This design comes from an exercise in tuning for small area, a short achievable clock period and few clock cycles per item on the open sky130 flow, not from production work.
At most, simulation tests tie the RTL to the original design; equivalence was not proved.

gamma:
==> module motor_speed_pi_pid_control_core, before the edit <==
module motor_speed_pi_pid_control_core #(
    parameter int SAMPLE_WIDTH   = 16,
    parameter int GAIN_FRAC_BITS = 8,
    parameter int ACC_WIDTH      = 48
) (
    input  wire logic                                   i_clk,
    input  wire logic                                   i_rst_n,
    input  wire logic                                   i_s_axis_tvalid,
    output      logic                                   o_s_axis_tready,
    input  wire logic [((2*SAMPLE_WIDTH+1+7)/8)*8-1:0]  i_s_axis_tdata,
    output      logic                                   o_m_axis_tvalid,
    input  wire logic                                   i_m_axis_tready,
    output      logic [mspc_pkg::OUT_DATA_W-1:0]        o_m_axis_tdata,
    input  wire logic                                   i_cfg_we,
    input  wire logic [mspc_pkg::CFG_ADDR_W-1:0]        i_cfg_addr,
    input  wire logic [mspc_pkg::CFG_DATA_W-1:0]        i_cfg_wdata
);
    localparam int EW = mspc_pkg::ERR_W;
    localparam int SW = mspc_pkg::SUM_W;
    localparam int AW = mspc_pkg::ACC_W;
    localparam int GW = mspc_pkg::GAIN_W;
    localparam int LW = mspc_pkg::LIMIT_W;
    logic          c_mode, c_swap;
    logic [GW-1:0] c_g1, c_g2, c_pos_ki;
    logic [LW-1:0] c_pwm_limit, c_int_limit;
    mspc_cfg_regs u_cfg (
        .i_clk            (i_clk),
        .i_rst_n          (i_rst_n),
        .i_cfg_we         (i_cfg_we),
        .i_cfg_addr       (i_cfg_addr),
        .i_cfg_wdata      (i_cfg_wdata),
        .o_mode           (c_mode),
        .o_swap           (c_swap),
        .o_g1             (c_g1),
        .o_g2             (c_g2),
        .o_pos_ki         (c_pos_ki),
        .o_pwm_limit      (c_pwm_limit),
        .o_integral_limit (c_int_limit)
    );
    logic r_en;          
    logic w_en;
    assign w_en            = r_en;
    assign o_s_axis_tready = r_en;
    logic          r0_v, r0_run;
    logic [EW-1:0] r0_e;
    always_ff @(posedge i_clk) begin
        if (!i_rst_n) begin
            r0_v <= 1'b0;
        end else if (w_en) begin
            r0_v <= i_s_axis_tvalid;
        end
    end
    always_ff @(posedge i_clk) begin
        if (w_en) begin
            r0_e   <= {i_s_axis_tdata[15], i_s_axis_tdata[15:0]}
                    - {i_s_axis_tdata[31], i_s_axis_tdata[31:16]};
            r0_run <= i_s_axis_tdata[32];
        end
    end
    logic          w_step0;
    logic [EW-1:0] r_pa, r_pb;         
    logic [15:0]   r_i;                
    logic [EW:0]   w_diff;
    logic [EW:0]   w_isum;
    logic [EW:0]   w_ilim;
    logic [15:0]   w_inext;
    assign w_step0 = w_en && r0_v && r0_run;
    assign w_diff  = {r0_e[EW-1], r0_e} - {r_pa[EW-1], r_pa};
    assign w_isum  = {{2{r_i[15]}}, r_i} + {r0_e[EW-1], r0_e};
    assign w_ilim  = {3'b000, c_int_limit};
    always_comb begin
        if ($signed(w_isum) > $signed(w_ilim)) begin
            w_inext = w_ilim[15:0];
        end else if ($signed(w_isum) < -$signed(w_ilim)) begin
            w_inext = 16'(-w_ilim);
        end else begin
            w_inext = w_isum[15:0];
        end
    end
    always_ff @(posedge i_clk) begin
        if (!i_rst_n) begin
            r_pa <= '0;
            r_pb <= '0;
        end else if (c_swap) begin
            r_pa <= r_pb;
            r_pb <= r_pa;
        end else if (w_step0) begin
            r_pa <= r0_e;
        end
    end
    always_ff @(posedge i_clk) begin
        if (!i_rst_n) begin
            r_i <= '0;
        end else if (w_step0 && c_mode) begin
            r_i <= w_inext;
        end
    end
    logic          r1_v, r1_run;
    logic [EW:0]   r1_diff;
    always_ff @(posedge i_clk) begin
        if (!i_rst_n) begin
            r1_v <= 1'b0;
        end else if (w_en) begin
            r1_v <= r0_v;
        end
    end
    always_ff @(posedge i_clk) begin
        if (w_en) begin
            r1_diff <= w_diff;
            r1_run  <= r0_run;
        end
    end
    logic [GW-1:0] w_g3;
    logic [SW-1:0] w_pa, w_pb;
    assign w_g3 = c_mode ? c_pos_ki : '0;
    mspc_mul3 u_mul (
        .g1  (c_g1),
        .g2  (c_g2),
        .g3  (w_g3),
        .x1  (r1_diff),
        .x2  (r_pa),
        .x3  (r_i),
        .o_a (w_pa),
        .o_b (w_pb)
    );
    logic          r2_v, r2_run;
    logic [SW-1:0] r2_a, r2_b;
    logic [SW-1:0] w_s;
    always_ff @(posedge i_clk) begin
        if (!i_rst_n) begin
            r2_v <= 1'b0;
        end else if (w_en) begin
            r2_v <= r1_v;
        end
    end
    always_ff @(posedge i_clk) begin
        if (w_en) begin
            r2_a   <= w_pa;
            r2_b   <= w_pb;
            r2_run <= r1_run;
        end
    end
    logic          r3_v, r3_run;
    logic [AW-1:0] w_acc;
    mspc_inc_pi u_inc (
        .i_clk   (i_clk),
        .i_rst_n (i_rst_n),
        .i_step  (w_en && r2_v && r2_run && !c_mode),
        .i_a     (r2_a),
        .i_b     (r2_b),
        .o_sum   (w_s),
        .o_acc   (w_acc)
    );
    always_ff @(posedge i_clk) begin
        if (!i_rst_n) begin
            r3_v <= 1'b0;
        end else if (w_en) begin
            r3_v <= r2_v && !c_mode;
        end
    end
    always_ff @(posedge i_clk) begin
        if (w_en) begin
            r3_run <= r2_run;
        end
    end
    logic [15:0]   w_drive;
    logic          w_clamped;
    logic          w_fin_v, w_fin_run;
    logic [16:0]   w_res;
    assign w_fin_v   = c_mode ? r2_v : r3_v;
    assign w_fin_run = c_mode ? r2_run : r3_run;
    mspc_shape u_shape (
        .i_mode    (c_mode),
        .i_acc     (w_acc),
        .i_raw     (w_s),
        .i_limit   (c_pwm_limit),
        .o_drive   (w_drive),
        .o_clamped (w_clamped)
    );
    assign w_res = w_fin_run ? {w_clamped, w_drive} : 17'd0;
    logic        r_ov, r_sv;
    logic [16:0] r_od, r_sd;
    logic        w_arrive, w_pop;
    assign w_arrive = w_en && w_fin_v;
    assign w_pop    = r_ov && i_m_axis_tready;
    always_ff @(posedge i_clk) begin
        if (!i_rst_n) begin
            r_ov    <= 1'b0;
            r_sv    <= 1'b0;
            r_en    <= 1'b1;
        end else begin
            if (!r_ov || w_pop) begin
                r_ov    <= r_sv || w_arrive;
                r_sv    <= 1'b0;
                r_en    <= 1'b1;
            end else if (w_arrive) begin
                r_sv    <= 1'b1;
                r_en    <= 1'b0;
            end
        end
    end
    always_ff @(posedge i_clk) begin
        if (!r_ov || w_pop) begin
            r_od <= r_sv ? r_sd : w_res;
        end
        if (w_arrive) begin
            r_sd <= w_res;
        end
    end
    assign o_m_axis_tvalid = r_ov;
    assign o_m_axis_tdata  = {7'd0, r_od};
endmodule
clock: 20.0 ns
lec_check: 0
abc_area: 1
cap_margin: 20
core_margin: 2
core_utilization: 55
place_density: 0.7
slew_margin: 20
standard.sh (not shown) runs the stock make flow with config.mk's settings and CLKGATE_MAP_FILE= SYNTH_SCRIPT=/design/flow/synth_recipe.tcl, a recipe that flattens the netlist after the stock synthesis.
==> flow/flow/run.sh <==
#!/bin/bash
set -euo pipefail
MARGIN=${MARGIN:-14.7}
sed 's/yosys synth -nofsm -noshare/yosys synth -nofsm -noshare -noabc/' synth_recipe.tcl > synth_noabc.tcl
bash standard.sh SYNTH_SCRIPT="$PWD/synth_noabc.tcl" SYNTH_OPERATIONS_ARGS=-booth SETUP_SLACK_MARGIN=$MARGIN \
    "BUFFER_PORTS_ARGS=-buffer_cell sky130_fd_sc_hd__buf_2" finish > standard_flow.log 2>&1
What delta does differently from gamma at the input level:
--- a/flow/design.v
+++ b/flow/design.v
@@ -1614,37 +1614,45 @@
     );
     logic r_en;          
     logic w_en;
     assign w_en            = r_en;
     assign o_s_axis_tready = r_en;
     logic          r0_v, r0_run;
-    logic [EW-1:0] r0_e;
+    logic [15:0]   r0_t, r0_m;
+    logic [EW-1:0] w_e;
     always_ff @(posedge i_clk) begin
         if (!i_rst_n) begin
             r0_v <= 1'b0;
         end else if (w_en) begin
             r0_v <= i_s_axis_tvalid;
         end
     end
     always_ff @(posedge i_clk) begin
         if (w_en) begin
-            r0_e   <= {i_s_axis_tdata[15], i_s_axis_tdata[15:0]}
-                    - {i_s_axis_tdata[31], i_s_axis_tdata[31:16]};
+            r0_t   <= i_s_axis_tdata[15:0];
+            r0_m   <= i_s_axis_tdata[31:16];
             r0_run <= i_s_axis_tdata[32];
         end
     end
     logic          w_step0;
     logic [EW-1:0] r_pa, r_pb;         
     logic [15:0]   r_i;                
     logic [EW:0]   w_diff;
     logic [EW:0]   w_isum;
     logic [EW:0]   w_ilim;
     logic [15:0]   w_inext;
+    assign w_e     = {r0_t[15], r0_t} - {r0_m[15], r0_m};
     assign w_step0 = w_en && r0_v && r0_run;
-    assign w_diff  = {r0_e[EW-1], r0_e} - {r_pa[EW-1], r_pa};
-    assign w_isum  = {{2{r_i[15]}}, r_i} + {r0_e[EW-1], r0_e};
+    assign w_diff  = {w_e[EW-1], w_e} - {r_pa[EW-1], r_pa};
+    logic [EW:0]   w_i18, w_t18, w_nm18, w_is_s, w_is_c;
+    assign w_i18   = {{2{r_i[15]}}, r_i};
+    assign w_t18   = {{2{r0_t[15]}}, r0_t};
+    assign w_nm18  = ~{{2{r0_m[15]}}, r0_m};
+    assign w_is_s  = w_i18 ^ w_t18 ^ w_nm18;
+    assign w_is_c  = (w_i18 & w_t18) | (w_i18 & w_nm18) | (w_t18 & w_nm18);
+    assign w_isum  = w_is_s + {w_is_c[EW-1:0], 1'b1};
     assign w_ilim  = {3'b000, c_int_limit};
     always_comb begin
         if ($signed(w_isum) > $signed(w_ilim)) begin
             w_inext = w_ilim[15:0];
         end else if ($signed(w_isum) < -$signed(w_ilim)) begin
             w_inext = 16'(-w_ilim);
@@ -1657,13 +1665,13 @@
             r_pa <= '0;
             r_pb <= '0;
         end else if (c_swap) begin
             r_pa <= r_pb;
             r_pb <= r_pa;
         end else if (w_step0) begin
-            r_pa <= r0_e;
+            r_pa <= w_e;
         end
     end
     always_ff @(posedge i_clk) begin
         if (!i_rst_n) begin
             r_i <= '0;
         end else if (w_step0 && c_mode) begin
==> run notes <==
Lower site row count goes to gamma over delta. Between gamma and delta, full die area increased. Diff delta and gamma: buffers inserted during post-CTS setup optimization lower in delta. From gamma to delta the numbers moved as follows: synthesized cell count went up 36; fmax went up 1.6%; overall routing resource usage went up 0.75 points; sequential cell area went up about 5%; post-synthesis register bit count went up 15. Longest individual stage delay on the worst path ended up 0.21 ns higher on delta than on gamma. Between delta and gamma, number of non-clock inverters is higher for delta, gamma comes in under that. gamma → delta: share of synthesized flip-flops with an asynchronous set or reset closely matched the old numbers; largest voltage drop on the vdd net now sits higher; total wire length after detailed routing +8.0%. A startpoint of the most critical setup path of i_s_axis_tdata[3] is what gamma shows, while u_cfg.o_g2[5] belongs to delta.
Testbench counts of delta, summed over its fixed seeds: cycles 19,416, items 19,200.
Function not checked in gamma: the RTL went through the layout flow alone.

-- static timing again, ports no longer ideal --
In the flow no input, the clock included, has a driving cell. The finished layouts below were timed again as built, in two steps.
Step 1 (the two cells are an assumption about what drives the block):
set clk [get_ports {i_clk}]
set_driving_cell -lib_cell sky130_fd_sc_hd__clkbuf_16 $clk
set_driving_cell -lib_cell sky130_fd_sc_hd__buf_2 [delete_from_list [all_inputs] $clk]
Step 2, shift: input delay + t, output delay - t, t = (earliest + latest rising clock arrival at the registers) / 2. This alone moves slack from input paths to output paths.
Slacks: no drivers / after step 1 / after step 2; pairs: no drivers / after step 1.
run	t (ns)	slack for setup (ns)	pins driven straight from the clock port
gamma	0.657	14.599 / 14.614 / 13.957	1
delta	0.663	14.686 / 14.686 / 14.222	1
After both steps setup and hold are still met in every run listed. The setup slack of gamma, which loses most, moves by +0.015 ns with the drivers and by -0.642 ns with both steps.
